Source: an optimization exercise on an open RTL-to-GDS flow (aim: small area). Production flows keep margins and buffers that such runs may drop. At most, simulation tests tie the RTL to the original design; equivalence was not proved. Function not checked in runs 1 and 2: the RTL went through the layout flow alone. Power figures rest on the tool's default switching activity, not on a simulated workload.

### design/flow/run.sh
#!/bin/bash
# synth_recipe.tcl (not shown) runs the flow's synth.tcl, then flattens the netlist and writes it again
# the make line also repeats each setting of config.mk as NAME=value (left out here)
make -C /OpenROAD-flow-scripts/flow DESIGN_CONFIG=/design/flow/config.mk WORK_HOME=/design/flow/orfs CLKGATE_MAP_FILE= SYNTH_SCRIPT=/design/flow/synth_recipe.tcl finish
### design/flow/config.mk
export PLATFORM = sky130hd
export DESIGN_NAME = aurora_lane
export DESIGN_NICKNAME = aurora_lane
export VERILOG_FILES = /design/flow/design.v
export SDC_FILE = /design/flow/constraint.sdc
export NUM_CORES = 4
export LEC_CHECK = 0
export CAP_MARGIN = 20
export CORE_MARGIN = 2
export CORE_UTILIZATION = 40
export CTS_BUF_LIST = sky130_fd_sc_hd__clkbuf_2 sky130_fd_sc_hd__clkbuf_4
export CTS_CLUSTER_SIZE = 30
export SLEW_MARGIN = 20
### design/flow/constraint.sdc
create_clock -name core_clock -period 6.25 [get_ports {clk160}]
set_input_delay 1.2500 -clock core_clock [delete_from_list [all_inputs] [get_ports {clk160}]]
set_output_delay 1.2500 -clock core_clock [all_outputs]
set_load 0.01 [all_outputs]
### design/flow/design.v
`default_nettype none
package aurora_pkg;
    localparam int PAYLOAD_W  = 64;
    localparam int HDR_W      = 2;
    localparam int BLOCK_W    = PAYLOAD_W + HDR_W;
    localparam int WORD_W     = 32;
    localparam int BYTE_W     = 8;
    localparam int WORD_BEATS = WORD_W / BYTE_W;
    typedef enum logic [HDR_W-1:0] {
        SH_BAD0 = 2'b00,
        SH_DATA = 2'b01,
        SH_CTRL = 2'b10,
        SH_BAD3 = 2'b11
    } sync_hdr_e;
    typedef enum logic {
        BS_SEARCH = 1'b0,
        BS_LOCKED = 1'b1
    } bsync_state_e;
endpackage
`default_nettype wire
`timescale 1ns/1ps
`default_nettype none
import aurora_pkg::*;
module tx_lane
(
    input  logic                 clk160,
    input  logic                 rst,
    input  logic [aurora_pkg::PAYLOAD_W-1:0] data_i,
    input  aurora_pkg::sync_hdr_e            sync_i,
    output logic                 data_next_o,
    output logic [aurora_pkg::BYTE_W-1:0]    byte_o
);
    localparam int TAIL_W = 30;                  
    localparam int CAT_W  = BLOCK_W + TAIL_W;    
    logic [1:0]         beat_q;
    logic [5:0]         rd2_q;       
    logic               run_q;       
    logic               need_blk;
    logic [BLOCK_W-1:0] hold_q;
    logic [TAIL_W-1:0]  tail_q;
    logic [CAT_W-1:0]   cat;
    logic [3:0]         rd_byte;
    logic [13:0]        win;
    logic [7:0]         line;
    assign need_blk    = (beat_q == 2'd3) && (rd2_q > 6'd28);
    assign data_next_o = need_blk;
    always_ff @(posedge clk160) begin
        if (rst) begin
            beat_q <= '0;
            rd2_q  <= 6'd32;
            run_q  <= 1'b0;
        end else begin
            beat_q <= beat_q + 1'b1;
            if (need_blk) begin
                rd2_q <= rd2_q - 6'd29;
                run_q <= 1'b1;
            end else begin
                rd2_q <= rd2_q + 6'd4;
            end
        end
    end
    always_ff @(posedge clk160) begin
        if (need_blk) begin
            hold_q <= {data_i, sync_i};
            tail_q <= hold_q[BLOCK_W-1:BLOCK_W-TAIL_W];
        end
    end
    assign cat     = {hold_q, tail_q};
    assign rd_byte = rd2_q[5:2];
    always_comb begin
        case (rd_byte)
            4'd0:  win = cat[0  +: 14];
            4'd1:  win = cat[8  +: 14];
            4'd2:  win = cat[16 +: 14];
            4'd3:  win = cat[24 +: 14];
            4'd4:  win = cat[32 +: 14];
            4'd5:  win = cat[40 +: 14];
            4'd6:  win = cat[48 +: 14];
            4'd7:  win = cat[56 +: 14];
            4'd8:  win = cat[64 +: 14];
            4'd9:  win = cat[72 +: 14];
            4'd10: win = cat[80 +: 14];
            default: win = {6'b0, cat[88 +: 8]};
        endcase
        case (rd2_q[1:0])
            2'd0: line = win[0 +: 8];
            2'd1: line = win[2 +: 8];
            2'd2: line = win[4 +: 8];
            default: line = win[6 +: 8];
        endcase
    end
    assign byte_o = run_q ? line : '0;
endmodule
`default_nettype wire
`timescale 1ns/1ps
`default_nettype none
import aurora_pkg::*;
module rx_gearbox
(
    input  logic               clk160,
    input  logic               rst,
    input  logic [aurora_pkg::BYTE_W-1:0]  byte_i,
    input  logic               slip_i,
    output logic [aurora_pkg::BLOCK_W-1:0] block_o,
    output logic               block_valid_o
);
    localparam int SR_W   = 105;
    localparam int FILL_W = 7;
    logic [1:0]        beat_q;
    logic [SR_W-1:0]   sr_q;
    logic [FILL_W-1:0] fill_q;
    logic [2:0]        sel_a_q;
    logic [2:0]        sel_b_q;
    logic [1:0]        sel_c_q;
    logic [1:0]        sel_d_q;
    logic [4:0]        pos;
    logic [3:0]        pos_lo;
    logic [76:0]       st1;
    logic [68:0]       st2;
    logic [66:0]       st3;
    logic              word_done;
    logic              emit;
    logic [FILL_W-1:0] rem_fill;
    logic [FILL_W-1:0] cat_fill;
    logic              slip_pend_q;
    logic              slip_req;
    logic              slip_go;
    logic [100:0]      win;
    assign word_done = (beat_q == 2'd3);
    assign emit      = (fill_q >= FILL_W'(BLOCK_W));
    always_comb begin
        rem_fill = emit ? fill_q - FILL_W'(BLOCK_W) : fill_q;
        cat_fill = word_done ? rem_fill + FILL_W'(WORD_W) : rem_fill;
        slip_req = slip_i || slip_pend_q;
        slip_go  = slip_req && (cat_fill != '0);
    end
    always_ff @(posedge clk160) begin
        if (rst) begin
            beat_q        <= '0;
            fill_q        <= '0;
            slip_pend_q   <= 1'b0;
            block_valid_o <= 1'b0;
        end else begin
            beat_q        <= beat_q + 1'b1;
            fill_q        <= slip_go ? cat_fill - 1'b1 : cat_fill;
            slip_pend_q   <= slip_req && !slip_go;
            block_valid_o <= emit;
        end
    end
    always_ff @(posedge clk160) begin
        sr_q  <= {byte_i, sr_q[SR_W-1:BYTE_W]};
        sel_a_q <= {pos >= 5'd24, pos >= 5'd12 && pos < 5'd24, pos < 5'd12};
        sel_b_q <= {pos_lo >= 4'd8, pos_lo >= 4'd4 && pos_lo < 4'd8, pos_lo < 4'd4};
        sel_c_q <= {pos_lo[1], !pos_lo[1]};
        sel_d_q <= {pos_lo[0], !pos_lo[0]};
    end
    always_comb begin
        pos    = 5'(7'd97 - fill_q);
        pos_lo = (pos >= 5'd24) ? 4'(pos - 5'd24) : (pos >= 5'd12) ? 4'(pos - 5'd12) : pos[3:0];
    end
    assign win = sr_q[100:0];
    always_comb begin
        for (int k = 0; k < 77; k++)
            st1[k] = (sel_a_q[0] & win[k]) | (sel_a_q[1] & win[k+12]) | (sel_a_q[2] & win[k+24]);
        for (int k = 0; k < 69; k++)
            st2[k] = (sel_b_q[0] & st1[k]) | (sel_b_q[1] & st1[k+4]) | (sel_b_q[2] & st1[k+8]);
        for (int k = 0; k < 67; k++)
            st3[k] = (sel_c_q[0] & st2[k]) | (sel_c_q[1] & st2[k+2]);
        for (int k = 0; k < 66; k++)
            block_o[k] = (sel_d_q[0] & st3[k]) | (sel_d_q[1] & st3[k+1]);
    end
endmodule
`default_nettype wire
`timescale 1ns/1ps
`default_nettype none
import aurora_pkg::*;
module block_sync
#(
    parameter int SH_CNT_MAX     = 64,
    parameter int SH_INVALID_MAX = 16
) (
    input  logic      clk160,
    input  logic      rst,
    input  aurora_pkg::sync_hdr_e hdr_i,
    input  logic      hdr_valid_i,
    output logic      slip_o,
    output logic      lock_o
);
    localparam int CNT_W = $clog2(SH_CNT_MAX);
    localparam int INV_W = $clog2(SH_INVALID_MAX);
    aurora_pkg::bsync_state_e     state_q;
    logic [CNT_W-1:0] sh_cnt_q;
    logic [INV_W-1:0] inv_cnt_q;
    logic             skip_q;
    logic             hdr_ok;
    logic             window_end;
    assign hdr_ok      = (hdr_i == SH_DATA) || (hdr_i == SH_CTRL);
    assign window_end  = (sh_cnt_q == CNT_W'(SH_CNT_MAX - 1));
    always_ff @(posedge clk160) begin
        if (rst) begin
            state_q   <= BS_SEARCH;
            sh_cnt_q  <= '0;
            inv_cnt_q <= '0;
            skip_q    <= 1'b0;
            slip_o    <= 1'b0;
        end else begin
            slip_o <= 1'b0;
            if (hdr_valid_i) begin
                if (skip_q) begin
                    skip_q <= 1'b0;
                end else begin
                    case (state_q)
                        BS_SEARCH: begin
                            if (!hdr_ok) begin
                                slip_o   <= 1'b1;
                                skip_q   <= 1'b1;
                                sh_cnt_q <= '0;
                            end else if (window_end) begin
                                state_q   <= BS_LOCKED;
                                sh_cnt_q  <= '0;
                                inv_cnt_q <= '0;
                            end else begin
                                sh_cnt_q <= sh_cnt_q + 1'b1;
                            end
                        end
                        BS_LOCKED: begin
                            if (!hdr_ok && inv_cnt_q == INV_W'(SH_INVALID_MAX - 1)) begin
                                state_q   <= BS_SEARCH;
                                slip_o    <= 1'b1;
                                skip_q    <= 1'b1;
                                sh_cnt_q  <= '0;
                                inv_cnt_q <= '0;
                            end else if (window_end) begin
                                sh_cnt_q  <= '0;
                                inv_cnt_q <= '0;
                            end else begin
                                sh_cnt_q  <= sh_cnt_q + 1'b1;
                                inv_cnt_q <= inv_cnt_q + INV_W'(!hdr_ok);
                            end
                        end
                        default: state_q <= BS_SEARCH;
                    endcase
                end
            end
        end
    end
    assign lock_o = (state_q == BS_LOCKED);
endmodule
`default_nettype wire
`timescale 1ns/1ps
`default_nettype none
import aurora_pkg::*;
module aurora_lane
#(
    parameter int SH_CNT_MAX     = 64,
    parameter int SH_INVALID_MAX = 16
) (
    input  logic                 clk160,
    input  logic                 rst,
    input  logic [aurora_pkg::PAYLOAD_W-1:0] tx_data_i,
    input  aurora_pkg::sync_hdr_e            tx_sync_i,
    output logic                 tx_data_next_o,
    output logic [aurora_pkg::BYTE_W-1:0]    tx_byte_o,
    input  logic [aurora_pkg::BYTE_W-1:0]    rx_byte_i,
    output logic [aurora_pkg::PAYLOAD_W-1:0] rx_data_o,
    output aurora_pkg::sync_hdr_e            rx_sync_o,
    output logic                 rx_valid_o,
    output logic                 block_lock_o
);
    logic [BLOCK_W-1:0] rx_block;
    logic               rx_block_valid;
    logic               slip;
    tx_lane u_tx_lane (
        .clk160      (clk160),
        .rst         (rst),
        .data_i      (tx_data_i),
        .sync_i      (tx_sync_i),
        .data_next_o (tx_data_next_o),
        .byte_o      (tx_byte_o)
    );
    rx_gearbox u_rx_gearbox (
        .clk160        (clk160),
        .rst           (rst),
        .byte_i        (rx_byte_i),
        .slip_i        (slip),
        .block_o       (rx_block),
        .block_valid_o (rx_block_valid)
    );
    assign rx_sync_o = aurora_pkg::sync_hdr_e'(rx_block[HDR_W-1:0]);
    assign rx_data_o = rx_block[BLOCK_W-1:HDR_W];
    block_sync #(
        .SH_CNT_MAX     (SH_CNT_MAX),
        .SH_INVALID_MAX (SH_INVALID_MAX)
    ) u_block_sync (
        .clk160      (clk160),
        .rst         (rst),
        .hdr_i       (rx_sync_o),
        .hdr_valid_i (rx_block_valid),
        .slip_o      (slip),
        .lock_o      (block_lock_o)
    );
    assign rx_valid_o = rx_block_valid && block_lock_o;
endmodule
`default_nettype wire
==> results of run 1 <==
## flip-flops by register name, summed over array words and instances, names as in the netlist, 2 cells and up
register and flops:
u_rx_gearbox.beat_q 2, u_rx_gearbox.sel_b_q 3, u_block_sync.sh_cnt_q 6, u_tx_lane.tail_q 30, u_rx_gearbox.sel_c_q 2, u_rx_gearbox.fill_q 7, u_tx_lane.hold_q 66, u_rx_gearbox.sel_d_q 2
u_block_sync.inv_cnt_q 4, u_tx_lane.rd2_q 6, u_rx_gearbox.sr_q 105, u_tx_lane.beat_q 2, u_rx_gearbox.sel_a_q 3
## kinds of logic (layout without fill, tap and decap cells)
logic type	Yosys count	after routing	share of synthesized area [%]
compound gates	445	445	29.2
xor+xnor	19	19	1.37
fa+ha+maj	19	19	1.96
buf+inv	130	301	4.19
flops	244	244	48.3
mux	3	3	0.248
other cells	0	1	0
simple gates	405	405	14.8
## metal layers
metal	global-route usage [%]	vias to the layer above	wire length (µm)
met5	0	-	13
met4	4.95	2	469
met3	3.79	57	2920
met2	33.2	511	15500
met1	32.2	5207	16300
li1	-	5126	-
## metrics by stage
step | area, µm² | hold WS (ns) | total power [W] | setup WS (ns) | std cells
floorplan | 12100 | 0.310 | 0.00211 | 1.04 | 1265
global placement | 13800 | 0.311 | 0.00231 | 1.95 | 1714
detailed placement | 13800 | 0.312 | 0.00231 | 1.90 | 1714
CTS | 14700 | 0.316 | 0.00371 | 1.12 | 1826
global route | 14700 | 0.339 | 0.00386 | 0.893 | 1827
finish | 14700 | 0.314 | 0.00368 | 1.07 | 1827
## cell usage after synthesis (2+ instances only)
cell type and n:
and2_1 3, a22o_1 134, ha_1 19, a21oi_1 25, a222oi_1 27, a211o_1 2, nand2_1 270, buf_6 2
or4_1 4, nand4_1 12, dfxtp_1 148, buf_1 14, xnor2_1 14, mux2i_1 3, o21ai_0 26, nor2_1 38
a211oi_2 2, xor2_1 5, o31ai_1 2, a22oi_1 167, edfxtp_1 96, and3_1 8, or2_2 2, o221ai_1 5
and3b_1 7, nand2b_1 6, inv_1 18, a221o_1 4, a221oi_1 15, a31oi_1 6, nor3b_1 7, nand4b_1 2
nor2b_1 12, o22ai_1 10, clkbuf_1 93, nand3b_1 4, nand3_1 19, nor4b_1 2, a211oi_1 6, nor3_1 3
## power groups by stage
stage | Sequential [W] | Clock, W | Combinational [W]
6_report | 0.00179 | 0.00140 | 0.000498
5_1_grt | 0.00179 | 0.00152 | 0.000544
4_1_cts | 0.00178 | 0.00143 | 0.000495
3_5_place_dp | 0.00182 | 0 | 0.000492
3_3_place_gp | 0.00182 | 0 | 0.000487
2_1_floorplan | 0.00179 | 0 | 0.000313
## critical path, delay by kind of cell (launching register included)
kind / cells / cell delay (ns)
AO/OA/AOI/OAI: 5 / 1.38
buffers and inverters: 2 / 0.61
AND/OR/NAND/NOR: 2 / 0.56
flip-flops: 1 / 0.43
adder cells (fa/ha/maj): 1 / 0.25
## worst max-delay path by stage
stage	to	slack, ns	depth (start not counted)
CTS	tx_byte_o[2]	1.12	10
finish	tx_byte_o[2]	1.07	10
floorplan	tx_data_next_o	1.04	6
detailed placement	tx_byte_o[2]	1.90	10
global route	tx_byte_o[2]	0.89	10
global placement	tx_byte_o[2]	1.95	10
## layout make-up
type                       instances  share of cell area, %
sequential                       244                   40.0
multi-input combinational        891                   39.3
timing repair buffer             169                   11.3
clock buffer                      82                   4.20
tap                              390                   3.33
clock inverter                    30                   1.38
inverter                          20                  0.529
antenna                            1                 0.0171
==> out/summary.txt, run 1 <==
Status -> no timing/DRC/antenna violations
Power per cell area -> 251 nW/µm²
Mapped cell area -> 12100 µm²
Hold_sp -> u_rx_gearbox.sr_q[103]
Post-synth top area cell -> dfxtp_1
Global-route wire length before repair -> 55.0 mm
Pint -> 0.00271 W
Most frequent cells in the layout -> 270 x nand2_1, 167 x a22oi_1, 152 x clkdlybuf4s50_1, 138 x dfxtp_1, 134 x a22o_1
Netlist cell types -> 63
Minimum clock period -> 5.18 ns
Row cnt -> 63
Die area -> 31700 µm²
Max Cap Violations -> 0
Syn_area_per_cell -> 9.57 µm²
Crit-path cells -> inv_1 > ha_1 > and3b_1 > a22o_1 > a221oi_1 > nand3_1 > a221o_1 > a222oi_1 > a211oi_1 > clkdlybuf4s50_1
Worst R2R Setup Slack -> 2.03 ns
Drc violations -> 0
Post-CTS Setup Inserts -> 0
Post-route ant nets -> 0
Highest Clock Rate -> 0.193 GHz
Synth warnings -> 3
Vias -> 10900
Flop pwr share -> 48.5%
PortBufs -> 152
Routed WL -> 35.3 mm
Kind of critical path -> flip-flop to output pin
CTS tree -> yes
Number of synthesized flops with an enable pin -> 96
Async SR Flop Fraction -> 0%
CORE AREA -> 29700 µm²
Final period util -> 83.0%
Final Max Slew Viols -> 0
Routed vias/inst -> 5.97
Leading post-synthesis cells by cell area -> dfxtp_1 24%, edfxtp_1 24%, a22oi_1 10%, a22o_1 9.7%, nand2_1 8.4%
Skew-Pair Late Insertion Delay -> 0.70 ns
Ports -> 153
Drt pass-1 iters -> 8
Area occupied by multi-input gates -> 5760 µm²
CP peak stage delay -> 0.51 ns
CTS buffer count -> 60
Avg WL per Cell -> 19.3 µm
Clock sinks -> 244
P_leak -> 5.68 nW
Synth top area share -> 24.5%
Reg clk slew, reported paths -> 0.07 ns
Setup TNS -> 0 ns
Fin. Hold Viols -> 0
Net count after synthesis -> 1360
R2R Path End -> u_block_sync.inv_cnt_q[1]
HP Class -> flip-flop to flip-flop
Hold endpoint -> u_rx_gearbox.sr_q[95]
Hold Path Cell Cnt -> 0
Peak supply drop -> 0.000138 V
Routability cong. -> 0.909
Combinational power share -> 13.5%
Slowest-stage cell, CP -> clkdlybuf4s50_1
1st-iter DRT viols -> 1256
Post-DP HPWL -> 24.3 mm
H-tree levels -> 2
Clock Tree Root -> clkbuf_4
Setup violators final -> 0
Instance count of the mapped netlist -> 1265
Die W -> 178 µm
Unrepaired setup endpoints after global routing -> false
Crit end category -> output pin
Vias in the first global route -> 10000
Die height -> 178 µm
Area grow syn2layout -> 21.1%
Seq/Total Area, Yosys -> 48.3%
Fillers -> 2770
Synth Register Bits -> 244
Critical path origin -> u_tx_lane.rd2_q[2]
Worst r2r src -> u_rx_gearbox.sel_a_q[2]
Slew HR -> 37.7%
Clock power frac -> 38.0%
Cts hold-fix bufs -> 0
Post-layout util -> 49.3%
CP Launch Type -> flip-flop
Clock buffer depth -> 3
Fin nets -> 1481
Net switching share of the total power -> 26.5%
WP data arrival -> 3.93 ns
Post-cts sizing count -> 0
Starting Density -> 40.7%
Reg area -> 5860 µm²
Grt total ovfl -> 0
Setup Skew -> 0.0571 ns
Fraction of layout cells with a size suffix above 1 -> 9.12%
R2R depth -> 12
Largest net degree at the start of global routing -> 69
Critical path required time -> 5.00 ns
Switching pwr -> 0.000974 W
Worst-path fanout max -> 14
Top FF cell, synth -> dfxtp_1
Most common cell after layout, fill and taps aside -> nand2_1
Slew at the pin closest to its max-slew limit -> 0.934 ns
Initial antenna violation count -> 2
Overall routing resource usage -> 21.8%
==> run 2, diff against run 1 <==
--- a/design/flow/config.mk
+++ b/design/flow/config.mk
@@ -9,5 +9,4 @@
 export CORE_MARGIN = 2
 export CORE_UTILIZATION = 40
-export CTS_BUF_LIST = sky130_fd_sc_hd__clkbuf_2 sky130_fd_sc_hd__clkbuf_4
-export CTS_CLUSTER_SIZE = 30
+export CTS_BUF_LIST = sky130_fd_sc_hd__clkbuf_4
 export SLEW_MARGIN = 20
==> out/summary.txt, run 2 <==
Worst-path fanout max -> 14 (unchanged)
Slew at the pin closest to its max-slew limit -> 0.934 ns (unchanged)
Grt total ovfl -> 0 (unchanged)
Crit-path cells -> inv_1 > ha_1 > and3b_1 > a22o_1 > a221oi_1 > nand3_1 > a221o_1 > a222oi_1 > a211oi_1 > clkdlybuf4s50_1
Slew HR -> 37.7% (unchanged)
CORE AREA -> 29700 µm² (unchanged)
Drt pass-1 iters -> 8 (unchanged)
Synth warnings -> 3 (unchanged)
Die W -> 178 µm (unchanged)
List of most frequent post-synthesis cells -> 270 x nand2_1, 167 x a22oi_1, 148 x dfxtp_1
Routed vias/inst -> 5.97 (unchanged)
1st-iter DRT viols -> 1256 (unchanged)
Global-route wire length before repair -> 55.0 mm (unchanged)
Instance count of the mapped netlist -> 1265 (unchanged)
Drc violations -> 0 (unchanged)
CTS buffer count -> 60 (unchanged)
Clock sinks -> 244 (unchanged)
Syn_area_per_cell -> 9.57 µm² (unchanged)
Synth Register Bits -> 244 (unchanged)
R2R depth -> 12 (unchanged)
Cts hold-fix bufs -> 0 (unchanged)
Highest Clock Rate -> 0.193 GHz (unchanged)
Post-cts sizing count -> 0 (unchanged)
Critical path required time -> 5.00 ns (about the same)
Post-synth top area cell -> dfxtp_1
Buffers and inverters on the worst path -> 2 (unchanged)
Die height -> 178 µm (unchanged)
Post-layout util -> 49.3% (unchanged)
R2R Path End -> u_block_sync.inv_cnt_q[1]
Levels on crit path -> 10 (unchanged)
Ports -> 153 (unchanged)
Hold endpoint -> u_rx_gearbox.sr_q[95]
Max Cap Violations -> 0 (unchanged)
Slowest-stage cell, CP -> clkdlybuf4s50_1
Status -> no timing/DRC/antenna violations
Fin nets -> 1481 (unchanged)
Largest net degree at the start of global routing -> 69 (unchanged)
Leading post-synthesis cells by cell area -> dfxtp_1 24%, edfxtp_1 24%, a22oi_1 10%, a22o_1 9.7%, nand2_1 8.4%
Post-route ant nets -> 0 (unchanged)
Unrepaired setup endpoints after global routing -> false
Overall routing resource usage -> 21.8% (unchanged)
Hold Path Cell Cnt -> 0 (unchanged)
Setup TNS -> 0 ns (unchanged)
Synth top area share -> 24.5% (unchanged)
Worst R2R Setup Slack -> 2.03 ns (about the same)
CP Launch Type -> flip-flop
Final Max Slew Viols -> 0 (unchanged)
Reg clk slew, reported paths -> 0.07 ns (about the same)
Top Registers -> u_rx_gearbox.sr_q: 105 flops, u_tx_lane.hold_q: 66 flops, u_tx_lane.tail_q: 30 flops
Most frequent cell after synthesis -> nand2_1
Starting Density -> 40.7% (unchanged)
P_leak -> 5.68 nW (unchanged)
Vias -> 10900 (unchanged)
Post-DP HPWL -> 24.3 mm (unchanged)
CP peak stage delay -> 0.51 ns (about the same)
Setup violators final -> 0 (unchanged)
Skew-Pair Late Insertion Delay -> 0.70 ns (about the same)
Most frequent cells in the layout -> 270 x nand2_1, 167 x a22oi_1, 152 x clkdlybuf4s50_1, 138 x dfxtp_1, 134 x a22o_1
Number of synthesized flops with an enable pin -> 96 (unchanged)
Post-CTS Setup Inserts -> 0 (unchanged)
Hold_sp -> u_rx_gearbox.sr_q[103]
WP data arrival -> 3.93 ns (about the same)
Netlist cell types -> 63 (unchanged)
Critical path's top delay family -> compound AO/OA/AOI/OAI gates
Fin. Hold Viols -> 0 (unchanged)
Top reg by flops -> u_rx_gearbox.sr_q
Minimum clock period -> 5.18 ns (unchanged)
Max reg flops -> 105 (unchanged)
Peak supply drop -> 0.000138 V (unchanged)
HP Class -> flip-flop to flip-flop
Vias in the first global route -> 10000 (unchanged)
Crit end category -> output pin
Setup Skew -> 0.0571 ns (unchanged)
Area grow syn2layout -> 21.1% (unchanged)
Worst r2r src -> u_rx_gearbox.sel_a_q[2]
Net count after synthesis -> 1360 (unchanged)
PortBufs -> 152 (unchanged)
H-tree levels -> 2 (unchanged)
Seq/Total Area, Yosys -> 48.3% (unchanged)
Avg WL per Cell -> 19.3 µm (unchanged)
Clock Tree Root -> clkbuf_4
Fraction of layout cells with a size suffix above 1 -> 9.12% (unchanged)
Kind of critical path -> flip-flop to output pin
Async SR Flop Fraction -> 0% (unchanged)
Routability cong. -> 0.909 (unchanged)
Clock buffer depth -> 3 (unchanged)
Row cnt -> 63 (unchanged)
CTS tree -> yes
Initial antenna violation count -> 2 (unchanged)
Most common cell after layout, fill and taps aside -> nand2_1
Final period util -> 83.0% (unchanged)
Mapped cell area -> 12100 µm² (unchanged)
Top FF cell, synth -> dfxtp_1
Die area -> 31700 µm² (unchanged)
Power per cell area -> 251 nW/µm² (unchanged)
Routed WL -> 35.3 mm (unchanged)
## run 2: cell counts in the layout (fill, tap and decap cells not counted)
No cell type changed its count.
## run 2: layout make-up
class	instances	area, µm²
clock inverters	30	203
fillers	2770	15100
well taps	390	488
repair buffers	169	1650
diodes	1	2.50
inverters	20	77.6
clock buffers	82	616
flip-flops and latches	244	5860
multi-input cells	891	5760
## run 2: metrics by stage
step	instances	setup WS [ns]	instance area, µm²	power (W)	hold slack [ns]
6_report	1827	1.07	14700	0.00368	0.314
5_1_grt	1827	0.893	14700	0.00386	0.339
4_1_cts	1826	1.12	14700	0.00371	0.316
3_5_place_dp	1714	1.90	13800	0.00231	0.312
3_3_place_gp	1714	1.95	13800	0.00231	0.311
2_1_floorplan	1265	1.04	12100	0.00211	0.310
## run 2: worst max-delay path by stage
| stage | from | endpoint | slack, ns |
|---|---|---|---|
| global placement | u_tx_lane.rd2_q[2] | tx_byte_o[2] | 1.95 |
| detailed placement | u_tx_lane.rd2_q[2] | tx_byte_o[2] | 1.90 |
| CTS | u_tx_lane.rd2_q[2] | tx_byte_o[2] | 1.12 |
| floorplan | u_tx_lane.rd2_q[4] | tx_data_next_o | 1.04 |
| global route | u_tx_lane.rd2_q[2] | tx_byte_o[2] | 0.89 |
| finish | u_tx_lane.rd2_q[2] | tx_byte_o[2] | 1.07 |
## run 2: per-layer routing
metal	vias to the layer above	GRT usage [%]	wire length (µm)
met5	-	0	13
met4	2	4.95	469
met3	57	3.79	2920
met2	511	33.2	15500
met1	5207	32.2	16300
li1	5126	-	-
## run 2: cells by family (layout without fill, tap and decap cells)
| logic type | count (synthesis) | after routing | share of synthesized area, % |
|---|---|---|---|
| AOI/OAI and AO/OA | 445 | 445 | 29.2 |
| and+or+nand+nor | 405 | 405 | 14.8 |
| DFF | 244 | 244 | 48.3 |
| buffers and inverters | 130 | 301 | 4.19 |
| adders and majority gates | 19 | 19 | 1.96 |
| xor gates and xnor gates | 19 | 19 | 1.37 |
| muxes | 3 | 3 | 0.248 |
| other | 0 | 1 | 0 |
## run 2: power by group
part,leakage (nW),switching [W],internal [W]
clock network,0.477,0.000659,0.000739
logic,3.09,0.000251,0.000247
registers,2.11,0.0000637,0.00172
total,5.68,0.000974,0.00271
==> run 3, diff against run 2 <==
--- a/design/flow/design.v
+++ b/design/flow/design.v
@@ -110,13 +110,5 @@
     logic [SR_W-1:0]   sr_q;
     logic [FILL_W-1:0] fill_q;
-    logic [2:0]        sel_a_q;
-    logic [2:0]        sel_b_q;
-    logic [1:0]        sel_c_q;
-    logic [1:0]        sel_d_q;
-    logic [4:0]        pos;
-    logic [3:0]        pos_lo;
-    logic [76:0]       st1;
-    logic [68:0]       st2;
-    logic [66:0]       st3;
+    logic [4:0]        pos_q;
     logic              word_done;
     logic              emit;
@@ -126,5 +118,5 @@
     logic              slip_req;
     logic              slip_go;
-    logic [100:0]      win;
+    logic [96:0]       win;
     assign word_done = (beat_q == 2'd3);
     assign emit      = (fill_q >= FILL_W'(BLOCK_W));
@@ -150,24 +142,8 @@
     always_ff @(posedge clk160) begin
         sr_q  <= {byte_i, sr_q[SR_W-1:BYTE_W]};
-        sel_a_q <= {pos >= 5'd24, pos >= 5'd12 && pos < 5'd24, pos < 5'd12};
-        sel_b_q <= {pos_lo >= 4'd8, pos_lo >= 4'd4 && pos_lo < 4'd8, pos_lo < 4'd4};
-        sel_c_q <= {pos_lo[1], !pos_lo[1]};
-        sel_d_q <= {pos_lo[0], !pos_lo[0]};
-    end
-    always_comb begin
-        pos    = 5'(7'd97 - fill_q);
-        pos_lo = (pos >= 5'd24) ? 4'(pos - 5'd24) : (pos >= 5'd12) ? 4'(pos - 5'd12) : pos[3:0];
-    end
-    assign win = sr_q[100:0];
-    always_comb begin
-        for (int k = 0; k < 77; k++)
-            st1[k] = (sel_a_q[0] & win[k]) | (sel_a_q[1] & win[k+12]) | (sel_a_q[2] & win[k+24]);
-        for (int k = 0; k < 69; k++)
-            st2[k] = (sel_b_q[0] & st1[k]) | (sel_b_q[1] & st1[k+4]) | (sel_b_q[2] & st1[k+8]);
-        for (int k = 0; k < 67; k++)
-            st3[k] = (sel_c_q[0] & st2[k]) | (sel_c_q[1] & st2[k+2]);
-        for (int k = 0; k < 66; k++)
-            block_o[k] = (sel_d_q[0] & st3[k]) | (sel_d_q[1] & st3[k+1]);
-    end
+        pos_q <= 5'(7'd97 - fill_q);
+    end
+    assign win     = sr_q[96:0];
+    assign block_o = BLOCK_W'(win >> pos_q);
 endmodule
 `default_nettype wire
--- a/design/flow/config.mk
+++ b/design/flow/config.mk
@@ -6,7 +6,7 @@
 export NUM_CORES = 4
 export LEC_CHECK = 0
+export ABC_AREA = 1
 export CAP_MARGIN = 20
 export CORE_MARGIN = 2
 export CORE_UTILIZATION = 40
-export CTS_BUF_LIST = sky130_fd_sc_hd__clkbuf_4
 export SLEW_MARGIN = 20
==> out/summary.txt, run 3 <==
Top Registers -> u_rx_gearbox.sr_q: 105 flops, u_tx_lane.hold_q: 66 flops, u_tx_lane.tail_q: 30 flops
CP peak stage delay -> 0.69 ns (+0.18 ns)
HP Class -> flip-flop to flip-flop
Slew at the pin closest to its max-slew limit -> 0.960 ns (+0.0257 ns)
WP data arrival -> 3.86 ns (-0.07 ns)
Number of synthesized flops with an enable pin -> 96 (unchanged)
Starting Density -> 40.4% (-0.37 points)
Peak supply drop -> 0.000218 V (+58%)
Leading post-synthesis cells by cell area -> edfxtp_1 22%, dfxtp_1 22%, nand2_1 13%, nand3_1 11%, mux2i_1 6.4%
Synth warnings -> 3 (unchanged)
Netlist cell types -> 44 (-30%)
Die area -> 34100 µm² (+7.8%)
P_leak -> 6.51 nW (+15%)
Routed vias/inst -> 5.44 (-8.9%)
Post-CTS Setup Inserts -> 0 (unchanged)
Length of routed met2 wiring -> 18.0 mm (+16%)
Crit-path cells -> inv_1 > ha_1 > inv_1 > nor2_1 > inv_1 > nand3_1 > inv_1 > nand3_2 > clkinv_2 > nand2_1 > nand2_1 > nor2_1 > nor2_1 > nor2_1 > clkdlybuf4s50_1
Overall routing resource usage -> 22.8% (+1.0 points)
CP Launch Type -> flip-flop
Critical path required time -> 5.00 ns (about the same)
N_diodes -> 0 (-1)
Seq/Total Area, Yosys -> 44.0% (-4.3 points)
Global-route wire length before repair -> 62.0 mm (+13%)
Initial antenna violation count -> 0 (-2)
Top reg by flops -> u_rx_gearbox.sr_q
Post-cts sizing count -> 0 (unchanged)
Buffers and inverters on the worst path -> 6 (+4)
Setup TNS -> 0 ns (unchanged)
Fin nets -> 1898 (+28%)
Drc violations -> 0 (unchanged)
Most frequent cell after synthesis -> nand2_1
H-tree levels -> 1 (-1)
Instance count of the mapped netlist -> 1709 (+35%)
Worst-path fanout max -> 13 (-1)
Post-route ant nets -> 0 (unchanged)
Die W -> 185 µm (+3.8%)
Fraction of layout cells with a size suffix above 1 -> 5.04% (-4.1 points)
Critical path's top delay family -> simple AND/OR/NAND/NOR gates
Drt pass-1 iters -> 6 (-2)
Max layer used -> met4
Slowest-stage cell, CP -> nor2_1
Highest Clock Rate -> 0.196 GHz (+1.4%)
Hold Worst Slack -> 0.322 ns (+0.00883 ns)
Minimum clock period -> 5.11 ns (-0.0701 ns)
Final period util -> 81.8% (-1.1 points)
Crit end category -> output pin
Final Max Slew Viols -> 0 (unchanged)
Routed WL -> 39.2 mm (+11%)
Kind of critical path -> flip-flop to output pin
Metal1 wirelength -> 17.4 mm (+6.5%)
Cts hold-fix bufs -> 0 (unchanged)
Largest net degree at the start of global routing -> 97 (+41%)
Setup Skew -> 0.0350 ns (-0.0221 ns)
CORE AREA -> 32400 µm² (+8.9%)
Area grow syn2layout -> 21.2%
Grt total ovfl -> 0 (unchanged)
Most common cell after layout, fill and taps aside -> nand2_1
Net count after synthesis -> 1802 (+33%)
Clock Tree Root -> clkbuf_16
Mapped cell area -> 13100 µm² (+7.9%)
Synth Register Bits -> 239 (-2.0%)
Setup violators final -> 0 (unchanged)
Max reg flops -> 105 (unchanged)
Max Cap Violations -> 0 (unchanged)
Final instance area -> 15800 µm² (+8.1%)
Skew-Pair Late Insertion Delay -> 0.56 ns (-0.14 ns)
Async SR Flop Fraction -> 0% (unchanged)
CTS buffer count -> 26 (-57%)
Vias in the first global route -> 11600 (+16%)
Fin. Hold Viols -> 0 (unchanged)
Die height -> 185 µm (+3.8%)
Syn_area_per_cell -> 7.65 µm² (-20%)
Post-synth top area cell -> edfxtp_1
Power per cell area -> 251 nW/µm² (-0.25%)
Row cnt -> 66 (+4.8%)
Ports -> 153 (unchanged)
Routability cong. -> 0.917 (+0.91%)
CTS tree -> yes
Met3 WL -> 2.80 mm (-4.1%)
PortBufs -> 152 (unchanged)
Clock buffer depth -> 3 (unchanged)
Vias -> 12300 (+13%)
Clock sinks -> 239 (-2.0%)
Avg WL per Cell -> 17.3 µm (-10%)
List of most frequent post-synthesis cells -> 443 x nand2_1, 276 x nand3_1, 155 x o21ai_0
Placed Area -> 14800 µm² (+7.1%)
Unrepaired setup endpoints after global routing -> false
Top FF cell, synth -> dfxtp_1
Post-DP HPWL -> 29.0 mm (+19%)
Status -> no timing/DRC/antenna violations
Synth top area share -> 22.1% (-2.4 points)
Slew HR -> 36.0% (-1.7 points)
Most frequent cells in the layout -> 443 x nand2_1, 276 x nand3_1, 155 x o21ai_0, 152 x clkdlybuf4s50_1, 138 x dfxtp_1
1st-iter DRT viols -> 1251 (-0.40%)
Reg clk slew, reported paths -> 0.06 ns (about the same)
run 3: per-layer routing:
layer	up-vias	global-route usage (%)
met5	-	0
met3	88	3.10
li1	6026	-
met4	0	7.37
met1	5712	31.2
met2	504	37.4
run 3: final timing paths:
path,from,endpoint,slack [ns],cells past startpoint
worst max-delay path,u_tx_lane.rd2_q[3],tx_byte_o[7],1.14,15
worst min-delay path,u_rx_gearbox.sr_q[97],u_rx_gearbox.sr_q[89],0.32,0
worst max register to register,u_rx_gearbox.pos_q[0],u_block_sync.inv_cnt_q[1],2.72,16
worst min register to register,u_rx_gearbox.sr_q[97],u_rx_gearbox.sr_q[89],0.32,0
run 3: cell families after synthesis:
family	synth area share (%)
and+or+nand+nor	27.7
AOI/OAI and AO/OA	12.5
DFF	44.0
buffers and inverters	6.95
muxes	6.36
adders and majority gates	1.63
xor gates and xnor gates	0.871
run 3: area by class of cell:
| cell class | count | area [µm²] |
|---|---|---|
| repair buffers | 166 | 1630 |
| clock inverters | 10 | 163 |
| fillers | 3166 | 16500 |
| well taps | 442 | 553 |
| multi-input cells | 1248 | 6420 |
| clock buffers | 38 | 862 |
| flip-flops and latches | 239 | 5750 |
| inverters | 124 | 469 |
run 3: power breakdown:
part           internal [W]  switching [W]  total (W)
Combinational      0.000207       0.000295   0.000502
Sequential          0.00169      0.0000460    0.00173
Clock               0.00109       0.000644    0.00173
Total               0.00299       0.000985    0.00397
run 3: stage by stage:
stage	std cells	util (%)	total power, W	setup WS, ns
after global placement	2219	45.8	0.00226	1.87
after CTS	2267	48.9	0.00400	1.16
after global routing	2267	48.9	0.00413	0.818
after floorplan	1709	-	0.00204	1.03
after detailed placement	2219	45.8	0.00226	1.76
final	2267	48.9	0.00397	1.14
run 3: worst reg2reg max path, cell delays in order, from the launching register on:
cell      delay, ns
dfxtp_2        0.33
clkinv_2       0.51
buf_4          0.53
nand2_1        0.16
nand3_1        0.12
nand3_1        0.20
nand3_1        0.14
nand3_1        0.12
nand2_1        0.17
nand2_1        0.11
nand2_1        0.18
ha_1           0.28
ha_1           0.28
inv_1          0.04
nor2_1         0.09
nand3_1        0.08
a21oi_1        0.14
==> run 4, diff against run 3 <==
--- a/design/flow/design.v
+++ b/design/flow/design.v
@@ -68,27 +68,27 @@
     assign cat     = {hold_q, tail_q};
     assign rd_byte = rd2_q[5:2];
+    logic [11:0]  q_hot;
+    logic [3:0]   s_hot;
+    logic [103:0] catx;
+    logic [3:0]   grp_n [14];
+    logic [1:0]   half_n [8];
+    assign catx = {8'b0, cat};
     always_comb begin
-        case (rd_byte)
-            4'd0:  win = cat[0  +: 14];
-            4'd1:  win = cat[8  +: 14];
-            4'd2:  win = cat[16 +: 14];
-            4'd3:  win = cat[24 +: 14];
-            4'd4:  win = cat[32 +: 14];
-            4'd5:  win = cat[40 +: 14];
-            4'd6:  win = cat[48 +: 14];
-            4'd7:  win = cat[56 +: 14];
-            4'd8:  win = cat[64 +: 14];
-            4'd9:  win = cat[72 +: 14];
-            4'd10: win = cat[80 +: 14];
-            default: win = {6'b0, cat[88 +: 8]};
-        endcase
-        case (rd2_q[1:0])
-            2'd0: line = win[0 +: 8];
-            2'd1: line = win[2 +: 8];
-            2'd2: line = win[4 +: 8];
-            default: line = win[6 +: 8];
-        endcase
-    end
-    assign byte_o = run_q ? line : '0;
+        for (int i = 0; i < 12; i++) q_hot[i] = (rd_byte == 4'(i));
+        for (int i = 0; i < 4; i++)  s_hot[i] = run_q && (rd2_q[1:0] == 2'(i));
+        for (int k = 0; k < 14; k++) begin
+            for (int g = 0; g < 4; g++)
+                grp_n[k][g] = ~((q_hot[3*g]   & catx[8*(3*g)+k]) |
+                                (q_hot[3*g+1] & catx[8*(3*g+1)+k]) |
+                                (q_hot[3*g+2] & catx[8*(3*g+2)+k]));
+            win[k] = ~&grp_n[k];
+        end
+        for (int b = 0; b < 8; b++) begin
+            half_n[b][0] = ~((s_hot[0] & win[b])   | (s_hot[1] & win[b+2]));
+            half_n[b][1] = ~((s_hot[2] & win[b+4]) | (s_hot[3] & win[b+6]));
+            line[b] = ~&half_n[b];
+        end
+    end
+    assign byte_o = line;
 endmodule
 `default_nettype wire
@@ -110,5 +110,13 @@
     logic [SR_W-1:0]   sr_q;
     logic [FILL_W-1:0] fill_q;
-    logic [4:0]        pos_q;
+    logic [2:0]        sel_a_q;
+    logic [2:0]        sel_b_q;
+    logic [1:0]        sel_c_q;
+    logic [1:0]        sel_d_q;
+    logic [4:0]        pos;
+    logic [3:0]        pos_lo;
+    logic [76:0]       st1n;
+    logic [68:0]       st2;
+    logic [66:0]       st3n;
     logic              word_done;
     logic              emit;
@@ -118,5 +126,5 @@
     logic              slip_req;
     logic              slip_go;
-    logic [96:0]       win;
+    logic [100:0]      win;
     assign word_done = (beat_q == 2'd3);
     assign emit      = (fill_q >= FILL_W'(BLOCK_W));
@@ -142,8 +150,24 @@
     always_ff @(posedge clk160) begin
         sr_q  <= {byte_i, sr_q[SR_W-1:BYTE_W]};
-        pos_q <= 5'(7'd97 - fill_q);
-    end
-    assign win     = sr_q[96:0];
-    assign block_o = BLOCK_W'(win >> pos_q);
+        sel_a_q <= {pos >= 5'd24, pos >= 5'd12 && pos < 5'd24, pos < 5'd12};
+        sel_b_q <= {pos_lo >= 4'd8, pos_lo >= 4'd4 && pos_lo < 4'd8, pos_lo < 4'd4};
+        sel_c_q <= {pos_lo[1], !pos_lo[1]};
+        sel_d_q <= {pos_lo[0], !pos_lo[0]};
+    end
+    always_comb begin
+        pos    = 5'(7'd97 - fill_q);
+        pos_lo = (pos >= 5'd24) ? 4'(pos - 5'd24) : (pos >= 5'd12) ? 4'(pos - 5'd12) : pos[3:0];
+    end
+    assign win = sr_q[100:0];
+    always_comb begin
+        for (int k = 0; k < 77; k++)
+            st1n[k] = ~((sel_a_q[0] & win[k]) | (sel_a_q[1] & win[k+12]) | (sel_a_q[2] & win[k+24]));
+        for (int k = 0; k < 69; k++)
+            st2[k] = ~((sel_b_q[0] & st1n[k]) | (sel_b_q[1] & st1n[k+4]) | (sel_b_q[2] & st1n[k+8]));
+        for (int k = 0; k < 67; k++)
+            st3n[k] = ~((sel_c_q[0] & st2[k]) | (sel_c_q[1] & st2[k+2]));
+        for (int k = 0; k < 66; k++)
+            block_o[k] = ~((sel_d_q[0] & st3n[k]) | (sel_d_q[1] & st3n[k+1]));
+    end
 endmodule
 `default_nettype wire
--- a/design/flow/config.mk
+++ b/design/flow/config.mk
@@ -6,7 +6,9 @@
 export NUM_CORES = 4
 export LEC_CHECK = 0
-export ABC_AREA = 1
 export CAP_MARGIN = 20
 export CORE_MARGIN = 2
 export CORE_UTILIZATION = 40
+export CTS_BUF_LIST = sky130_fd_sc_hd__clkbuf_16
+export CTS_CLUSTER_DIAMETER = 80
+export CTS_CLUSTER_SIZE = 25
 export SLEW_MARGIN = 20
==> out/summary.txt, run 4 <==
Status -> no timing/DRC/antenna violations
Post-CTS Setup Inserts -> 0 (unchanged)
Unrepaired setup endpoints after global routing -> false
Top FF cell, synth -> dfxtp_1
H-tree levels -> 1 (unchanged)
Reg clk slew, reported paths -> 0.09 ns (+0.03 ns)
Routability cong. -> 0.893 (-2.6%)
Max Cap Violations -> 0 (unchanged)
Skew-Pair Late Insertion Delay -> 0.49 ns (-0.07 ns)
Slowest-stage cell, CP -> dfxtp_2
Async SR Flop Fraction -> 0% (unchanged)
Clock Tree Root -> clkbuf_16
Overall routing resource usage -> 21.6% (-1.2 points)
Kind of critical path -> flip-flop to output pin
Final period util -> 77.9% (-3.9 points)
PortBufs -> 152 (unchanged)
Worst-path fanout max -> 52 (+39)
CTS buffer count -> 14 (-46%)
Avg WL per Cell -> 22.1 µm (+28%)
Synth Register Bits -> 244 (+2.1%)
P_leak -> 4.77 nW (-27%)
Post-route ant nets -> 0 (unchanged)
Clock sinks -> 244 (+2.1%)
Cts hold-fix bufs -> 0 (unchanged)
Minimum clock period -> 4.87 ns (-0.246 ns)
Max layer used -> met4
Starting Density -> 40.9% (+0.57 points)
N_diodes -> 0 (unchanged)
Post-DP HPWL -> 23.4 mm (-19%)
Initial antenna violation count -> 0 (unchanged)
Post-synth top area cell -> dfxtp_1
Setup TNS -> 0 ns (unchanged)
Met3 WL -> 2.86 mm (+2.1%)
Drc violations -> 0 (unchanged)
Fillers -> 2567 (-19%)
Fraction of layout cells with a size suffix above 1 -> 4.02% (-1.0 points)
Most frequent cells in the layout -> 157 x a22oi_1, 152 x clkdlybuf4s50_1, 138 x dfxtp_1, 96 x edfxtp_1, 94 x a22o_1
Seq/Total Area, Yosys -> 51.0% (+7.0 points)
CORE AREA -> 28000 µm² (-13%)
Vias -> 9775 (-21%)
Most frequent cell after synthesis -> a22oi_1
DP Cell Count -> 1499 (-32%)
Instance count of the mapped netlist -> 1066 (-38%)
Critical path required time -> 5.00 ns (about the same)
Clock buffer depth -> 3 (unchanged)
Row cnt -> 61 (-7.6%)
Number of synthesized flops with an enable pin -> 96 (unchanged)
WP data arrival -> 3.62 ns (-0.24 ns)
Setup WS post-layout -> 1.38 ns (+0.246 ns)
Netlist cell types -> 53 (+20%)
HP Class -> flip-flop to flip-flop
Area grow syn2layout -> 18.5%
Routed WL -> 33.7 mm (-14%)
Metal1 wirelength -> 15.5 mm (-11%)
Largest net degree at the start of global routing -> 69 (-29%)
1st-iter DRT viols -> 1636 (+31%)
Post-cts sizing count -> 0 (unchanged)
Non-Filler Instances -> 1521 (-33%)
Crit end category -> output pin
R2R depth -> 11 (-5)
Synth top area share -> 25.8% (+3.8 points)
Slew at the pin closest to its max-slew limit -> 1.00 ns (+0.0416 ns)
Peak supply drop -> 0.000130 V (-40%)
Mapped cell area -> 11500 µm² (-12%)
Global-route wire length before repair -> 52.8 mm (-15%)
Syn_area_per_cell -> 10.8 µm² (+41%)
Slew HR -> 33.2% (-2.8 points)
Top reg by flops -> u_rx_gearbox.sr_q
Net count after synthesis -> 1162 (-36%)
Die area -> 30000 µm² (-12%)
Most common cell after layout, fill and taps aside -> a22oi_1
Crit-path cells -> buf_4 > a222oi_1 > a22o_1 > a21oi_1 > a22oi_1 > a22oi_1 > clkdlybuf4s50_1
Vias in the first global route -> 9098 (-22%)
Final Max Slew Viols -> 0 (unchanged)
Setup violators final -> 0 (unchanged)
Die height -> 173 µm (-6.2%)
Worst slack, placed -> 1.91 ns (+0.145 ns)
Max reg flops -> 105 (unchanged)
Most common cell on crit path -> a22oi_1
Ports -> 153 (unchanged)
Grt total ovfl -> 0 (unchanged)
Highest Clock Rate -> 0.205 GHz (+5.0%)
CTS tree -> yes
Routed vias/inst -> 6.43 (+18%)
Power per cell area -> 236 nW/µm² (-6.0%)
Length of routed met2 wiring -> 14.8 mm (-18%)
Fin nets -> 1233 (-35%)
CP peak stage delay -> 1.00 ns (+0.31 ns)
Hold Path Cell Cnt -> 0 (unchanged)
Die W -> 173 µm (-6.2%)
Top Registers -> u_rx_gearbox.sr_q: 105 flops, u_tx_lane.hold_q: 66 flops, u_tx_lane.tail_q: 30 flops
Setup Skew -> 0.0198 ns (-0.0152 ns)
Synth warnings -> 5 (+2)
Drt pass-1 iters -> 10 (+4)
Fin. Hold Viols -> 0 (unchanged)
CP Launch Type -> flip-flop
Leading post-synthesis cells by cell area -> dfxtp_1 26%, edfxtp_1 25%, a22oi_1 10%, a22o_1 7.2%, a222oi_1 6.3%
List of most frequent post-synthesis cells -> 157 x a22oi_1, 148 x dfxtp_1, 96 x edfxtp_1
-- run 4: worst paths after layout --
| path | endpoint | slack (ns) | from |
|---|---|---|---|
| worst max-delay path | rx_data_o[60] | 1.38 | u_rx_gearbox.sel_a_q[2] |
| worst min-delay path | u_rx_gearbox.sr_q[94] | 0.33 | u_rx_gearbox.sr_q[102] |
| worst max register to register | u_block_sync.inv_cnt_q[3] | 2.33 | u_rx_gearbox.sel_a_q[0] |
| worst min register to register | u_rx_gearbox.sr_q[94] | 0.33 | u_rx_gearbox.sr_q[102] |
-- run 4: cell type report --
cell class | instances | area (µm²) | share of cell area (%)
repair buffers | 163 | 1620 | 11.9
inverters | 19 | 71.3 | 0.525
clock inverters | 7 | 50.0 | 0.368
flip-flops and latches | 244 | 5870 | 43.2
well taps | 378 | 473 | 3.48
clock buffers | 15 | 375 | 2.76
multi-input cells | 695 | 5130 | 37.8
-- run 4: kinds of logic (layout without fill, tap and decap cells) --
family | count (synthesis) | after routing | synth area share [%]
compound gates | 500 | 500 | 34.0
simple gates | 155 | 155 | 7.01
fa+ha+maj | 20 | 20 | 2.18
buf+inv | 127 | 204 | 4.30
flops | 244 | 244 | 51.0
xor+xnor | 17 | 17 | 1.30
mux | 3 | 3 | 0.262
-- run 4: layer usage --
metal | GRT usage (%) | vias to the layer above
met3 | 4.34 | 39
met5 | 0 | -
met4 | 4.52 | 0
met1 | 31.7 | 4730
li1 | - | 4521
met2 | 33.0 | 485
-- run 4: power by group --
| group | total (W) | internal, W | switching, W |
|---|---|---|---|
| logic | 0.000453 | 0.000229 | 0.000224 |
| clock network | 0.000970 | 0.000446 | 0.000524 |
| registers | 0.00178 | 0.00172 | 0.0000609 |
-- run 4: worst max-delay path: cells and delay by family (launching register included) --
family / cells / cell delay [ns]
AOI/OAI and AO/OA: 5 / 1.12
buffers and inverters: 2 / 1.01
DFF: 1 / 1.00
-- run 4: through the flow --
| step | utilization, % | total power [W] | hold WS [ns] | area [µm²] |
|---|---|---|---|---|
| after floorplan | - | 0.00207 | 0.310 | 11500 |
| after global placement | 46.9 | 0.00226 | 0.311 | 13100 |
| after detailed placement | 47.0 | 0.00226 | 0.313 | 13200 |
| after CTS | 48.5 | 0.00323 | 0.336 | 13600 |
| after global routing | 48.5 | 0.00333 | 0.339 | 13600 |
| final | 48.5 | 0.00320 | 0.334 | 13600 |
==> run 5, diff against run 4 <==
==> design/flow/flow/run.sh (new file) <==
#!/bin/bash
# Own layout flow: the standard flow, with three changes.
#  1. After the standard synthesis, the combinational cells are mapped again by
#     ABC for area with a few scripts, keeping the smallest result; flip-flops
#     are left exactly as the standard synthesis made them.
#  2. Port buffers are the smallest buffer cell.
#  3. CTS without dummy loads.
# Every tool writes its full output to a log of its own in this folder.
set -euo pipefail
W=$PWD
R=$W/orfs/results/$FLOW_PLATFORM/aurora_lane/base
LIB=$FLOW_HOME/platforms/$FLOW_PLATFORM/lib/sky130_fd_sc_hd__tt_025C_1v80.lib

export CTS_ARGS="-sink_clustering_enable -repair_clock_nets -dont_use_dummy_load -buf_list sky130_fd_sc_hd__clkbuf_16 -sink_clustering_size 25 -sink_clustering_max_diameter 80"
export BUFFER_PORTS_ARGS="-buffer_cell sky130_fd_sc_hd__buf_1"

bash standard.sh synth > $W/log_1_standard_synth.txt 2>&1
cp $R/1_2_yosys.v $W/std_1_2_yosys.v

DU=""
for c in $(cat $W/flow/dont_use.txt); do DU="$DU -dont_use $c"; done
FLOPS=$(grep -oE "sky130_fd_sc_hd__[a-z0-9_]+" $W/std_1_2_yosys.v | sort -u | grep -E "__(df|edf|sdf|dl)" | tr '\n' ' ')
best=""
best_area=""
for s in $W/flow/abc_*.abc; do
  n=$(basename $s .abc)
  cat > $W/remap_$n.ys <<EOF
read_liberty -ignore_miss_func $LIB
read_verilog $W/std_1_2_yosys.v
hierarchy -top $FLOW_TOP
setattr -mod -set keep_hierarchy 1 $FLOPS
flatten
opt_clean
abc -script $s -liberty $LIB $DU
opt_clean -purge
blackbox $FLOPS
hilomap -singleton -hicell sky130_fd_sc_hd__conb_1 HI -locell sky130_fd_sc_hd__conb_1 LO
insbuf -buf sky130_fd_sc_hd__buf_4 A X
splitnets
opt_clean -purge
tee -o $W/remap_$n.stat stat -liberty $LIB
write_verilog -noattr -nohex -nodec $W/remap_$n.v
EOF
  if yosys -s $W/remap_$n.ys > $W/log_2_remap_$n.txt 2>&1; then
    a=$(grep "Chip area for module" $W/remap_$n.stat | head -1 | awk '{print $NF}')
    echo "$n $a" >> $W/remap_areas.txt
    if [[ -z "$best_area" ]] || awk -v a="$a" -v b="$best_area" 'BEGIN{exit !(a<b)}'; then
      best=$n; best_area=$a
    fi
  fi
done
echo "best $best $best_area" >> $W/remap_areas.txt
cp $W/remap_$best.v $R/1_2_yosys.v
rm -f $R/1_synth.odb $R/1_synth.sdc
bash standard.sh > $W/log_3_standard_layout.txt 2>&1
==> design/flow/flow/abc_1.abc (new file) <==
strash
&get -n
&fraig -x
&put
scorr
dc2
strash
dch -f
amap
==> design/flow/flow/abc_2.abc (new file) <==
strash
&get -n
&nf -a
&put
==> design/flow/flow/abc_3.abc (new file) <==
strash
dch -f
amap
==> design/flow/flow/abc_4.abc (new file) <==
strash
&get -n
&dch -f
&nf -a -R 1000
&put
==> design/flow/flow/abc_5.abc (new file) <==
strash
&get -n
&fraig -x
&put
scorr
dc2
strash
&get -n
&dch -f
&nf
&put
==> design/flow/flow/dont_use.txt (new file) <==
sky130_fd_sc_hd__lpflow_bleeder_1
sky130_fd_sc_hd__lpflow_clkbufkapwr_1
sky130_fd_sc_hd__lpflow_clkbufkapwr_16
sky130_fd_sc_hd__lpflow_clkbufkapwr_2
sky130_fd_sc_hd__lpflow_clkbufkapwr_4
sky130_fd_sc_hd__lpflow_clkbufkapwr_8
sky130_fd_sc_hd__lpflow_clkinvkapwr_1
sky130_fd_sc_hd__lpflow_clkinvkapwr_16
sky130_fd_sc_hd__lpflow_clkinvkapwr_2
sky130_fd_sc_hd__lpflow_clkinvkapwr_4
sky130_fd_sc_hd__lpflow_clkinvkapwr_8
sky130_fd_sc_hd__lpflow_decapkapwr_12
sky130_fd_sc_hd__lpflow_decapkapwr_3
sky130_fd_sc_hd__lpflow_decapkapwr_4
sky130_fd_sc_hd__lpflow_decapkapwr_6
sky130_fd_sc_hd__lpflow_decapkapwr_8
sky130_fd_sc_hd__lpflow_inputiso0n_1
sky130_fd_sc_hd__lpflow_inputiso0p_1
sky130_fd_sc_hd__lpflow_inputiso1n_1
sky130_fd_sc_hd__lpflow_inputiso1p_1
sky130_fd_sc_hd__lpflow_inputisolatch_1
sky130_fd_sc_hd__lpflow_isobufsrc_1
sky130_fd_sc_hd__lpflow_isobufsrc_16
sky130_fd_sc_hd__lpflow_isobufsrc_2
sky130_fd_sc_hd__lpflow_isobufsrc_4
sky130_fd_sc_hd__lpflow_isobufsrc_8
sky130_fd_sc_hd__lpflow_isobufsrckapwr_16
sky130_fd_sc_hd__lpflow_lsbuf_lh_hl_isowell_tap_1
sky130_fd_sc_hd__lpflow_lsbuf_lh_hl_isowell_tap_2
sky130_fd_sc_hd__lpflow_lsbuf_lh_hl_isowell_tap_4
sky130_fd_sc_hd__lpflow_lsbuf_lh_isowell_4
sky130_fd_sc_hd__lpflow_lsbuf_lh_isowell_tap_1
sky130_fd_sc_hd__lpflow_lsbuf_lh_isowell_tap_2
sky130_fd_sc_hd__lpflow_lsbuf_lh_isowell_tap_4
sky130_fd_sc_hd__probe_p_8
sky130_fd_sc_hd__probec_p_8
sky130_fd_sc_hd__a222oi_1
==> design/flow/standard.sh (new file) <==
#!/bin/bash
# synth_recipe.tcl (not shown) runs the flow's synth.tcl, then flattens the netlist and writes it again
# the make line also repeats each setting of config.mk as NAME=value (left out here)
make -C /OpenROAD-flow-scripts/flow DESIGN_CONFIG=/design/flow/config.mk WORK_HOME=/design/flow/orfs CLKGATE_MAP_FILE= SYNTH_SCRIPT=/design/flow/synth_recipe.tcl "${@:-finish}"
--- a/design/flow/config.mk
+++ b/design/flow/config.mk
@@ -9,6 +9,3 @@
 export CORE_MARGIN = 2
 export CORE_UTILIZATION = 40
-export CTS_BUF_LIST = sky130_fd_sc_hd__clkbuf_16
-export CTS_CLUSTER_DIAMETER = 80
-export CTS_CLUSTER_SIZE = 25
 export SLEW_MARGIN = 20
removed: design/flow/run.sh
==> out/summary.txt, run 5 <==
Final period util -> 76.0% (-1.9 points)
Max Cap Violations -> 0 (unchanged)
Final Max Slew Viols -> 0 (unchanged)
Largest net degree at the start of global routing -> 70 (+1.4%)
Initial antenna violation count -> 0 (unchanged)
Worst R2R Setup Slack -> 2.43 ns (+0.10 ns)
Final instance area -> 12400 µm² (-8.6%)
1st-iter DRT viols -> 840 (-49%)
R2R depth -> 11 (unchanged)
Crit end category -> output pin
CTS tree -> yes
CORE AREA -> 26800 µm² (-4.3%)
Setup TNS -> 0 ns (unchanged)
Routability cong. -> 0.920 (+3.0%)
Critical path required time -> 5.00 ns (about the same)
Worst r2r src -> u_rx_gearbox.sel_a_q[1]
Highest Clock Rate -> 0.210 GHz (+2.5%)
Global-route wire length before repair -> 48.3 mm (-8.7%)
Syn_area_per_cell -> 10.7 µm² (-0.40%)
Clock sinks -> 244 (unchanged)
H-tree levels -> 1 (unchanged)
Post-cts sizing count -> 0 (unchanged)
Avg WL per Cell -> 20.1 µm (-9.1%)
Fin. Hold Viols -> 0 (unchanged)
Vias in the first global route -> 9058 (-0.44%)
Worst-path fanout max -> 12 (-77%)
Vias -> 9775 (unchanged)
Synth warnings -> 5 (unchanged)
Die area -> 28500 µm² (-5.1%)
Grt total ovfl -> 0 (unchanged)
Slew at the pin closest to its max-slew limit -> 1.06 ns (+0.0576 ns)
Slew HR -> 29.1% (-4.1 points)
Mapped cell area -> 10900 µm² (-5.3%)
Clock buffer depth -> 3 (unchanged)
Area grow syn2layout -> 14.4%
Fraction of layout cells with a size suffix above 1 -> 3.76% (-0.27 points)
Cts hold-fix bufs -> 0 (unchanged)
HP Class -> flip-flop to flip-flop
Hold Path Cell Cnt -> 0 (unchanged)
WP data arrival -> 3.50 ns (-0.12 ns)
Unrepaired setup endpoints after global routing -> false
Routed vias/inst -> 6.35 (-1.2%)
Die height -> 169 µm (-2.6%)
Top Registers -> u_rx_gearbox.sr_q: 105 flops, u_tx_lane.hold_q: 66 flops, u_tx_lane.tail_q: 30 flops
Instance count of the mapped netlist -> 1014 (-4.9%)
Starting Density -> 40.5% (-0.40 points)
Ports -> 153 (unchanged)
Hold_sp -> u_rx_gearbox.sr_q[80]
Clock Tree Root -> clkbuf_16
Kind of critical path -> flip-flop to output pin
Setup Skew -> 0.0381 ns (+0.0183 ns)
Post-DP HPWL -> 21.3 mm (-9.0%)
Placed Area -> 12000 µm² (-8.7%)
Minimum clock period -> 4.75 ns (-0.117 ns)
Max reg flops -> 105 (unchanged)
N_diodes -> 0 (unchanged)
Setup violators final -> 0 (unchanged)
Drt pass-1 iters -> 7 (-3)
Fin nets -> 1276 (+3.5%)
Die W -> 169 µm (-2.6%)
P_leak -> 4.68 nW (-1.8%)
Most common cell after layout, fill and taps aside -> a21oi_1
Status -> no timing/DRC/antenna violations
Net count after synthesis -> 1090 (-6.2%)
Reg clk slew, reported paths -> 0.09 ns (about the same)
Drc violations -> 0 (unchanged)
Peak supply drop -> 0.000184 V (+41%)
Overall routing resource usage -> 20.7% (-0.91 points)
Top reg by flops -> u_rx_gearbox.sr_q
CTS buffer count -> 16 (+2)
Critical path origin -> u_tx_lane.rd2_q[4]
Row cnt -> 60 (-1.6%)
Post-CTS Setup Inserts -> 0 (unchanged)
Most frequent cells in the layout -> 163 x a21oi_1, 159 x a22oi_1, 152 x buf_1, 151 x a22o_1, 138 x dfxtp_1
Power per cell area -> 248 nW/µm² (+5.4%)
Routed WL -> 31.0 mm (-8.1%)
CP Launch Type -> flip-flop
Skew-Pair Late Insertion Delay -> 0.50 ns (about the same)
PortBufs -> 152 (unchanged)
Post-route ant nets -> 0 (unchanged)
==> run 5: cell types whose count changed in the layout (fill, tap and decap cells not counted), sizes merged, moves of 12 or more <==
| cell | change |
|---|---|
| buf | +157 |
| ha | -20 |
| a222oi | -72 |
| a21oi | +79 |
| inv | -24 |
| clkdlybuf4s50 | -152 |
| a221oi | -19 |
| nor2 | +33 |
| nand2 | +12 |
| a22o | +57 |
==> run 5: worst paths after layout <==
path | end
setup reg to reg | u_block_sync.sh_cnt_q[2]
hold / removal | u_rx_gearbox.sr_q[72]
hold reg to reg | u_rx_gearbox.sr_q[72]
setup / recovery | tx_byte_o[5]
==> run 5: cell type report <==
class                      instances  area, µm²
timing repair buffer             168        691
multi-input combinational        762       5010
inverter                           8       30.0
sequential                       244       5870
tap                              341        427
clock buffer                      16        400
fill                            2550      14400
==> run 5: per-stage QoR <==
| stage | hold slack [ns] | setup slack (ns) | instances | utilization [%] | power, W |
|---|---|---|---|---|---|
| after global placement | 0.311 | 2.16 | 1523 | 44.8 | 0.00216 |
| after detailed placement | 0.315 | 2.08 | 1523 | 44.8 | 0.00216 |
| final | 0.326 | 1.50 | 1539 | 46.3 | 0.00309 |
| after global routing | 0.340 | 1.21 | 1539 | 46.3 | 0.00320 |
| after floorplan | 0.310 | 1.82 | 1014 | - | 0.00203 |
| after CTS | 0.331 | 1.53 | 1539 | 46.3 | 0.00311 |
==> run 5: report_power, final <==
group | leakage, nW | total [W] | switching [W] | internal, W
Clock | 0.197 | 0.000961 | 0.000504 | 0.000457
Combinational | 2.38 | 0.000350 | 0.000205 | 0.000145
Sequential | 2.11 | 0.00177 | 0.0000609 | 0.00171
==> run 5: critical path, cell delays in order (launching register included) <==
cell      delay (ns)
dfxtp_1         0.57
nor2b_1         0.35
nand2b_1        0.14
nor2_1          0.70
a22oi_1         0.20
nand4_1         0.15
a221oi_1        0.05
o21ai_0         0.18
clkinv_1        0.15
o22ai_1         0.18
o21a_1          0.16
buf_1           0.16
==> run 5: metal layers <==
layer,share of wire (%),routed length [µm],global-route usage [%],up-vias
met3,6.9,2130,3.32,59
met1,44,13800,28.6,4745
li1,-,-,-,4571
met2,46,14200,33.9,400
met5,0,0,0,-
met4,2.6,820,5.43,0

[afterwards: timing with drivers on the ports]
No port has a modelled driver above. Below, the same layouts with a new extraction and two added sets of constraints.
Step 1, drivers: a clkbuf_16 drives clk160 and a buf_2 each remaining input, both assumed.
Step 2 times the ports against the registers' clock, not the clock port: input delays grow and output delays shrink by t, the midpoint of the rising clock arrivals with the driver on.
Three values: ideal ports, drivers, drivers and shift; two values: the first two.
run | t (ns) | slack for setup (ns) | hold WS [ns] | worst register clock-pin slew, ns
run 1 | 0.724 | 1.066 / 1.018 / 1.741 | 0.314 / 0.314 / 0.314 | 0.08 / 0.08
run 2 | 0.724 | 1.066 / 1.018 / 1.741 | 0.314 / 0.314 / 0.314 | 0.08 / 0.08
run 3 | 0.589 | 1.136 / 1.087 / 1.676 | 0.322 / 0.322 / 0.322 | 0.06 / 0.06
run 4 | 0.528 | 1.381 / 1.330 / 1.858 | 0.334 / 0.334 / 0.334 | 0.10 / 0.10
run 5 | 0.538 | 1.499 / 1.447 / 1.985 | 0.326 / 0.326 / 0.326 | 0.09 / 0.09
After both steps setup and hold are still met in every run listed.
